This is an optimization exercise on Yosys and OpenROAD, whose aim is small area, a short achievable clock period and few clock cycles per item, not a production implementation.
The RTL was checked by simulation tests, not by an equivalence proof against the original design.
Power and IR drop assume default switching activity.

==> design.v <==
`timescale 1ns/1ps
`default_nettype none
module clyde_ctrl (
    input  logic clk,
    input  logic arst_n,
    input  logic start,
    output logic busy,
    output logic done,
    output logic cmd_load,
    output logic cmd_sbox,
    output logic cmd_lbox,
    output logic cmd_tk_add
);
    localparam int SB_STEPS       = 4;
    localparam int ROUNDS         = 12;
    localparam int CHUNK_CNT_BITS = 3;
    localparam int ROUND_CNT_BITS = 4;
    logic [CHUNK_CNT_BITS-1:0] chunk_cnt;
    logic [ROUND_CNT_BITS-1:0] round_cnt;
    logic                      lbox_phase;
    logic                      last_round;
    logic                      run_end;
    assign lbox_phase = (chunk_cnt == CHUNK_CNT_BITS'(SB_STEPS));
    assign last_round = (round_cnt == ROUND_CNT_BITS'(ROUNDS - 1));
    assign cmd_load   = start & ~busy;
    assign cmd_sbox   = busy & ~lbox_phase;
    assign cmd_lbox   = busy & lbox_phase;
    assign cmd_tk_add = cmd_lbox & round_cnt[0];
    assign run_end = cmd_lbox & last_round;
    always_ff @(posedge clk or negedge arst_n) begin
        if (!arst_n) begin
            busy      <= 1'b0;
            done      <= 1'b0;
            chunk_cnt <= '0;
            round_cnt <= '0;
        end else begin
            done <= run_end;
            if (cmd_load) begin
                busy      <= 1'b1;
                chunk_cnt <= '0;
                round_cnt <= '0;
            end else if (busy) begin
                if (lbox_phase) begin
                    chunk_cnt <= '0;
                    round_cnt <= last_round ? '0 : round_cnt + 1'b1;
                end else begin
                    chunk_cnt <= chunk_cnt + 1'b1;
                end
                if (run_end) begin
                    busy <= 1'b0;
                end
            end
        end
    end
endmodule
`default_nettype wire
`timescale 1ns/1ps
`default_nettype none
module clyde_sbox_layer (
    input  logic [127:0] state_in,
    output logic [127:0] state_out
);
    localparam int ROW_BITS = 32;
    localparam int SB_COLS  = 8;
    logic [SB_COLS-1:0] x0, x1, x2, x3;
    logic [SB_COLS-1:0] y0, y1, y2, y3;
    assign x0 = state_in[0*ROW_BITS +: SB_COLS];
    assign x1 = state_in[1*ROW_BITS +: SB_COLS];
    assign x2 = state_in[2*ROW_BITS +: SB_COLS];
    assign x3 = state_in[3*ROW_BITS +: SB_COLS];
    assign y1 = (x0 & x1) ^ x2;
    assign y0 = (x3 & x0) ^ x1;
    assign y3 = (y1 & x3) ^ x0;
    assign y2 = (y0 & y1) ^ x3;
    assign state_out[0*ROW_BITS +: ROW_BITS] = {y0, state_in[0*ROW_BITS+SB_COLS +: ROW_BITS-SB_COLS]};
    assign state_out[1*ROW_BITS +: ROW_BITS] = {y1, state_in[1*ROW_BITS+SB_COLS +: ROW_BITS-SB_COLS]};
    assign state_out[2*ROW_BITS +: ROW_BITS] = {y2, state_in[2*ROW_BITS+SB_COLS +: ROW_BITS-SB_COLS]};
    assign state_out[3*ROW_BITS +: ROW_BITS] = {y3, state_in[3*ROW_BITS+SB_COLS +: ROW_BITS-SB_COLS]};
endmodule
`default_nettype wire
`timescale 1ns/1ps
`default_nettype none
module clyde_lbox_layer (
    input  logic [127:0] state_in,
    output logic [127:0] state_out
);
    localparam int LB_ROT_A = 12;
    localparam int LB_ROT_B = 3;
    logic [31:0] r0, r1, r2, r3;
    logic [31:0] x_new0, y_new0, x_new1, y_new1;
    assign r0 = state_in[31:0];
    assign r1 = state_in[63:32];
    assign r2 = state_in[95:64];
    assign r3 = state_in[127:96];
    assign x_new0 = r0 ^ {r1[LB_ROT_A-1:0], r1[31:LB_ROT_A]};
    assign x_new1 = r2 ^ {r3[LB_ROT_A-1:0], r3[31:LB_ROT_A]};
    assign y_new0 = r1 ^ {x_new0[LB_ROT_B-1:0], x_new0[31:LB_ROT_B]};
    assign y_new1 = r3 ^ {x_new1[LB_ROT_B-1:0], x_new1[31:LB_ROT_B]};
    assign state_out = {y_new1, x_new1, y_new0, x_new0};
endmodule
`default_nettype wire
`timescale 1ns/1ps
`default_nettype none
module clyde_tweakey (
    input  logic         clk,
    input  logic         arst_n,
    input  logic [127:0] tweak,
    input  logic [127:0] key,
    input  logic         cmd_load,
    input  logic         cmd_lbox,
    input  logic         cmd_tk_add,
    output logic [127:0] tk_value,
    output logic [3:0]   w_value
);
    localparam logic [3:0] W_INIT = 4'd1;
    logic [127:0] tweak_q;
    logic [127:0] tweak_phi;
    logic [3:0]   w_q;
    assign tweak_phi = {tweak_q[63:0], tweak_q[63:0] ^ tweak_q[127:64]};
    always_ff @(posedge clk) begin
        if (cmd_load) begin
            tweak_q <= tweak;
        end else if (cmd_tk_add) begin
            tweak_q <= tweak_phi;
        end
    end
    always_ff @(posedge clk or negedge arst_n) begin
        if (!arst_n) begin
            w_q <= W_INIT;
        end else if (cmd_load) begin
            w_q <= W_INIT;
        end else if (cmd_lbox) begin
            w_q <= {w_q[2:0], w_q[3] ^ w_q[0]};
        end
    end
    assign tk_value = key ^ tweak_phi;
    assign w_value  = w_q;
endmodule
`default_nettype wire
`timescale 1ns/1ps
`default_nettype none
module clyde_datapath (
    input  logic         clk,
    input  logic         arst_n,
    input  logic [127:0] data_in,
    input  logic [127:0] key,
    input  logic [127:0] tweak,
    input  logic         cmd_load,
    input  logic         cmd_sbox,
    input  logic         cmd_lbox,
    input  logic         cmd_tk_add,
    output logic [127:0] data_out
);
    logic [127:0] state_q;
    logic [127:0] state_d;
    logic [127:0] sbox_out;
    logic [127:0] lbox_out;
    logic [127:0] tk_value;
    logic [3:0]   w_value;
    clyde_sbox_layer u_sbox (
        .state_in  (state_q),
        .state_out (sbox_out)
    );
    clyde_lbox_layer u_lbox (
        .state_in  (state_q),
        .state_out (lbox_out)
    );
    clyde_tweakey u_tweakey (
        .clk        (clk),
        .arst_n     (arst_n),
        .tweak      (tweak),
        .key        (key),
        .cmd_load   (cmd_load),
        .cmd_lbox   (cmd_lbox),
        .cmd_tk_add (cmd_tk_add),
        .tk_value   (tk_value),
        .w_value    (w_value)
    );
    always_comb begin
        state_d = state_q;
        if (cmd_load) begin
            state_d = data_in ^ key ^ tweak;
        end else if (cmd_sbox) begin
            state_d = sbox_out;
        end else if (cmd_lbox) begin
            state_d = lbox_out;
            state_d[0]  = state_d[0]  ^ w_value[0];
            state_d[32] = state_d[32] ^ w_value[1];
            state_d[64] = state_d[64] ^ w_value[2];
            state_d[96] = state_d[96] ^ w_value[3];
            if (cmd_tk_add) begin
                state_d = state_d ^ tk_value;
            end
        end
    end
    always_ff @(posedge clk or negedge arst_n) begin
        if (!arst_n) begin
            state_q <= '0;
        end else begin
            state_q <= state_d;
        end
    end
    assign data_out = state_q;
endmodule
`default_nettype wire
`timescale 1ns/1ps
`default_nettype none
module clyde_top (
    input  logic         clk,
    input  logic         arst_n,
    input  logic         start,
    input  logic [127:0] data_in,
    input  logic [127:0] key,
    input  logic [127:0] tweak,
    output logic [127:0] data_out,
    output logic         busy,
    output logic         done
);
    logic cmd_load;
    logic cmd_sbox;
    logic cmd_lbox;
    logic cmd_tk_add;
    clyde_ctrl u_ctrl (
        .clk        (clk),
        .arst_n     (arst_n),
        .start      (start),
        .busy       (busy),
        .done       (done),
        .cmd_load   (cmd_load),
        .cmd_sbox   (cmd_sbox),
        .cmd_lbox   (cmd_lbox),
        .cmd_tk_add (cmd_tk_add)
    );
    clyde_datapath u_datapath (
        .clk        (clk),
        .arst_n     (arst_n),
        .data_in    (data_in),
        .key        (key),
        .tweak      (tweak),
        .cmd_load   (cmd_load),
        .cmd_sbox   (cmd_sbox),
        .cmd_lbox   (cmd_lbox),
        .cmd_tk_add (cmd_tk_add),
        .data_out   (data_out)
    );
endmodule
`default_nettype wire
==> run.sh <==
#!/bin/bash
# synth_recipe.tcl (not shown) runs the flow's synth.tcl, then flattens the netlist and writes it again
# the make line also repeats each setting of config.mk as NAME=value (left out here)
make -C /OpenROAD-flow-scripts/flow DESIGN_CONFIG=/design/flow/config.mk WORK_HOME=/design/flow/orfs CLKGATE_MAP_FILE= SYNTH_SCRIPT=/design/flow/synth_recipe.tcl finish
==> config.mk <==
export PLATFORM = sky130hd
export DESIGN_NAME = clyde_top
export DESIGN_NICKNAME = clyde_top
export VERILOG_FILES = /design/flow/design.v
export SDC_FILE = /design/flow/constraint.sdc
export NUM_CORES = 4
export LEC_CHECK = 0
export CAP_MARGIN = 20
export CORE_MARGIN = 2
export CORE_UTILIZATION = 40
export SLEW_MARGIN = 20
==> constraint.sdc <==
create_clock -name core_clock -period 6.0 [get_ports {clk}]
set_input_delay 1.2000 -clock core_clock [delete_from_list [all_inputs] [get_ports {clk}]]
set_output_delay 1.2000 -clock core_clock [all_outputs]
set_load 0.01 [all_outputs]
==> impl_metrics.toml <==
[run_status]
outcome = "timing/DRC/antenna clean"

[synthesis]
synth_top_cell_by_area = "edfxtp_1"
synthTopCellsByArea = "edfxtp_1, xnor2_1, dfrtp_1"
ys_async_sr_fraction_pct = 52.4
syn_nets = 2571
avgSynthCellArea_sq_um = 9.66
ys_ff_latch = 269
synthFlopType = "dfrtp_1"
netlist_area_sq_mm = 0.0211
yosys_warnings = 3
synth_top_cell_area_share_pct = 18.2
ys_seq_area_share_pct = 35.0
synthTopCellsByCount = "xnor2_1, nand2_1, a21oi_1"
yosysMostFrequentCell = "xnor2_1"
synth_edf_count = 128
ys_types = 55
syn_inst = 2181

[cts]
clock_sinks = 269
cts_buffers = 36
insertion_delay_ns = 0.56
cts_buffer_depth = 3
ctsResizeCount = 0
post_cts_buffers = 0
cts_tree = "done"
ctsHoldBuffers = 0
clock_tree.root_cell = "clkbuf_16"
cts_max_level = 2
clkTransAtPathRegs_ns = 0.06

[power]
internal-power_uw = 7410
p_seq_share_pct = 30.2
switching_share_pct = 46.7
combPwrFrac_pct = 54.9
p_clk_share_pct = 14.8
power_density_mw_per_mm2 = 502
leakagePower_uw = 0.0108
power_switching_uw = 6490
vdd_drop_max_uv = 235
total_power_uw = 13900

[worst_hold_path]
min_path_type = "flip-flop to flip-flop"

[setup_path]
slowest_stage = "dfrtp_4"
crit_family = "buffers and inverters"
critPathLaunchType = "flip-flop"
arrival_ns = 2.66
crit_chain = "buf_4 -> clkdlybuf4s50_1"
crit_fanout = 57
cp-end-kind = "primary output"
cpPeakStageDelay_ns = 0.87
cp_num_buf_inv = 2
worstSetupPathType = "flip-flop to primary output"
required_ns = 4.80

[cells_and_area]
stdcell_area_sq_mm = 0.0277
fin_nets = 2991
antennaDiodeCount = 0
area_delta_synth_final_pct = 31.5
fillers = 4758
drive_above_1_share_pct = 3.39
final_util_pct = 53.0

[placement]
place_congestion = 0.944
hpwl_um = 71300
place_area_sq_mm = 0.0266
port-buffer-count = 516

[grt]
first_global_vias = 18400
grt_start_max_net_pins = 194
antenna_found_initial = 0
grt.overflow.total = 0
grt_pass1_wl_um = 130000
track_usage_pct = 33.3

[sta]
rsz0062_at_grt = "no"
slew_violations = 0
setup_viol = 0
finalClockSkew_ns = 0.0174
worst_slew_pin_slew_ns = 1.20
hold-worst-slack_ns = 0.549
fin_tns_setup_ns = 0
hold_viol = 0
fin_crit_sh_pct = 64.4
slew-limit-headroom_pct = 19.3
max_freq_mhz = 259
period_needed_ns = 3.86

[die]
dieArea_sq_mm = 0.0545
pin_count = 517
start_util_pct = 40.3
die_h_um = 234
rows = 84
die_w_um = 234
fp.coreArea_sq_mm = 0.0523

[route]
drtIter0Drc = 1878
vias_per_cell = 5.73
vias = 19000
wl_per_cell_um = 27.9
drc = 0
first_pass_iters = 8
routed_wl_um = 92500
final_antenna_net_count = 0

[flow_run]
drv_cap = 0
-- per-layer routing --
| layer | vias up | GRT usage, % | wire length, um |
|---|---|---|---|
| met5 | - | 0 | 0 |
| met4 | 0 | 16.6 | 5210 |
| met3 | 191 | 6.67 | 8370 |
| met2 | 1086 | 50.6 | 40900 |
| met1 | 9276 | 44.9 | 38000 |
| li1 | 8447 | - | - |
-- flip-flops by register name, indices dropped and copies added (netlist names) --
signal,count
u_ctrl.busy,1
u_ctrl.chunk_cnt,3
u_ctrl.done,1
u_ctrl.round_cnt,4
u_datapath.state_q,128
u_datapath.u_tweakey.tweak_q,128
u_datapath.u_tweakey.w_q,4
-- layout make-up --
type | count | area [sq um] | area share [%]
multi-input cells | 1747 | 13000 | 47.0
flip-flops and latches | 269 | 7380 | 26.6
repair buffers | 535 | 5320 | 19.2
clock buffers | 50 | 1000 | 3.62
well taps | 688 | 861 | 3.11
clock inverters | 14 | 71.3 | 0.257
inverters | 12 | 45.0 | 0.163
-- cells in the final DEF (no fill, tap or decap), drive strengths merged, types with 21 or more instances in the layout --
| cell | instances |
|---|---|
| a221oi | 42 |
| or4 | 21 |
| and3 | 50 |
| a21o | 23 |
| nor2 | 143 |
| dfrtp | 140 |
| a21oi | 155 |
| a41oi | 23 |
| xnor3 | 40 |
| xnor2 | 427 |
| nor2b | 49 |
| o211ai | 23 |
| xor3 | 57 |
| edfxtp | 128 |
| clkbuf | 50 |
| nand3 | 28 |
| xor2 | 83 |
| a211oi | 67 |
| nor3 | 24 |
| o21ai | 46 |
| mux2i | 39 |
| buf | 21 |
| nand2 | 326 |
| clkdlybuf4s50 | 514 |
-- worst reg2reg max path, cell delays in order, from the launching register on --
cell and delay (ns):
dfrtp_4 0.87, nand4_4 0.81, nand2_4 0.33, buf_4 0.70
-- power groups by stage --
stage               Combinational [uW]  Sequential (uW)  Clock [uW]
floorplan                         4570             3420           0
global route                      8060             4200        2140
CTS                               7540             4140        2070
finish                            7640             4200        2060
detailed placement                7500             4170           0
global placement                  7390             4160           0
-- stage by stage --
stage	std cells	setup slack (ns)
3_3_place_gp	3251	2.74
6_report	3315	2.14
2_1_floorplan	2181	0.860
5_1_grt	3315	2.07
3_5_place_dp	3251	2.66
4_1_cts	3315	2.15
-- cells by family after synthesis --
logic type                 share of synthesized area [%]
DFF                                                 35.0
muxes                                               1.91
xor gates and xnor gates                            31.9
and+or+nand+nor                                     14.1
adders and majority gates                          0.178
buffers and inverters                               3.41
AOI/OAI and AO/OA                                   13.5
-- final timing paths --
check	from	end	slack (ns)	cells past startpoint
min in group asynchronous	arst_n	u_datapath.state_q[19]	0.63	1
setup / recovery	u_ctrl.busy	busy	2.14	2
hold / removal	u_ctrl.round_cnt[1]	u_ctrl.round_cnt[1]	0.55	1
max in group asynchronous	arst_n	u_ctrl.busy	4.15	2
hold reg to reg	u_ctrl.round_cnt[1]	u_ctrl.round_cnt[1]	0.55	1
setup reg to reg	u_ctrl.busy	u_datapath.u_tweakey.tweak_q[123]	2.76	3
Testbench counts, summed over its fixed seeds: cycles 15,624, blocks 256.

[what the ideal ports hide]
How much do the figures lean on ideal ports? The routed layout below was timed once more, with nothing changed but the port constraints. Step 1 (the two cells are an assumption about what drives the block):
set clk [get_ports {clk}]
set_driving_cell -lib_cell sky130_fd_sc_hd__clkbuf_16 $clk
set_driving_cell -lib_cell sky130_fd_sc_hd__buf_2 [delete_from_list [all_inputs] $clk]
Step 2 moves the port delays by t, midway between the first and last clock arrival at a register: inputs arrive t later, outputs are due t later. That takes back most of the time a late clock gives input paths. Three values: ideal, step 1, step 2; two values: the first two.
t (ns): 0.617
setup slack, ns: 2.136 / 2.072 / 2.628
hold WS [ns]: 0.549 / 0.549 / 0.549
After both steps setup and hold are still met in this run. The setup slack of this run moves by -0.064 ns with the drivers and by +0.492 ns with both steps.
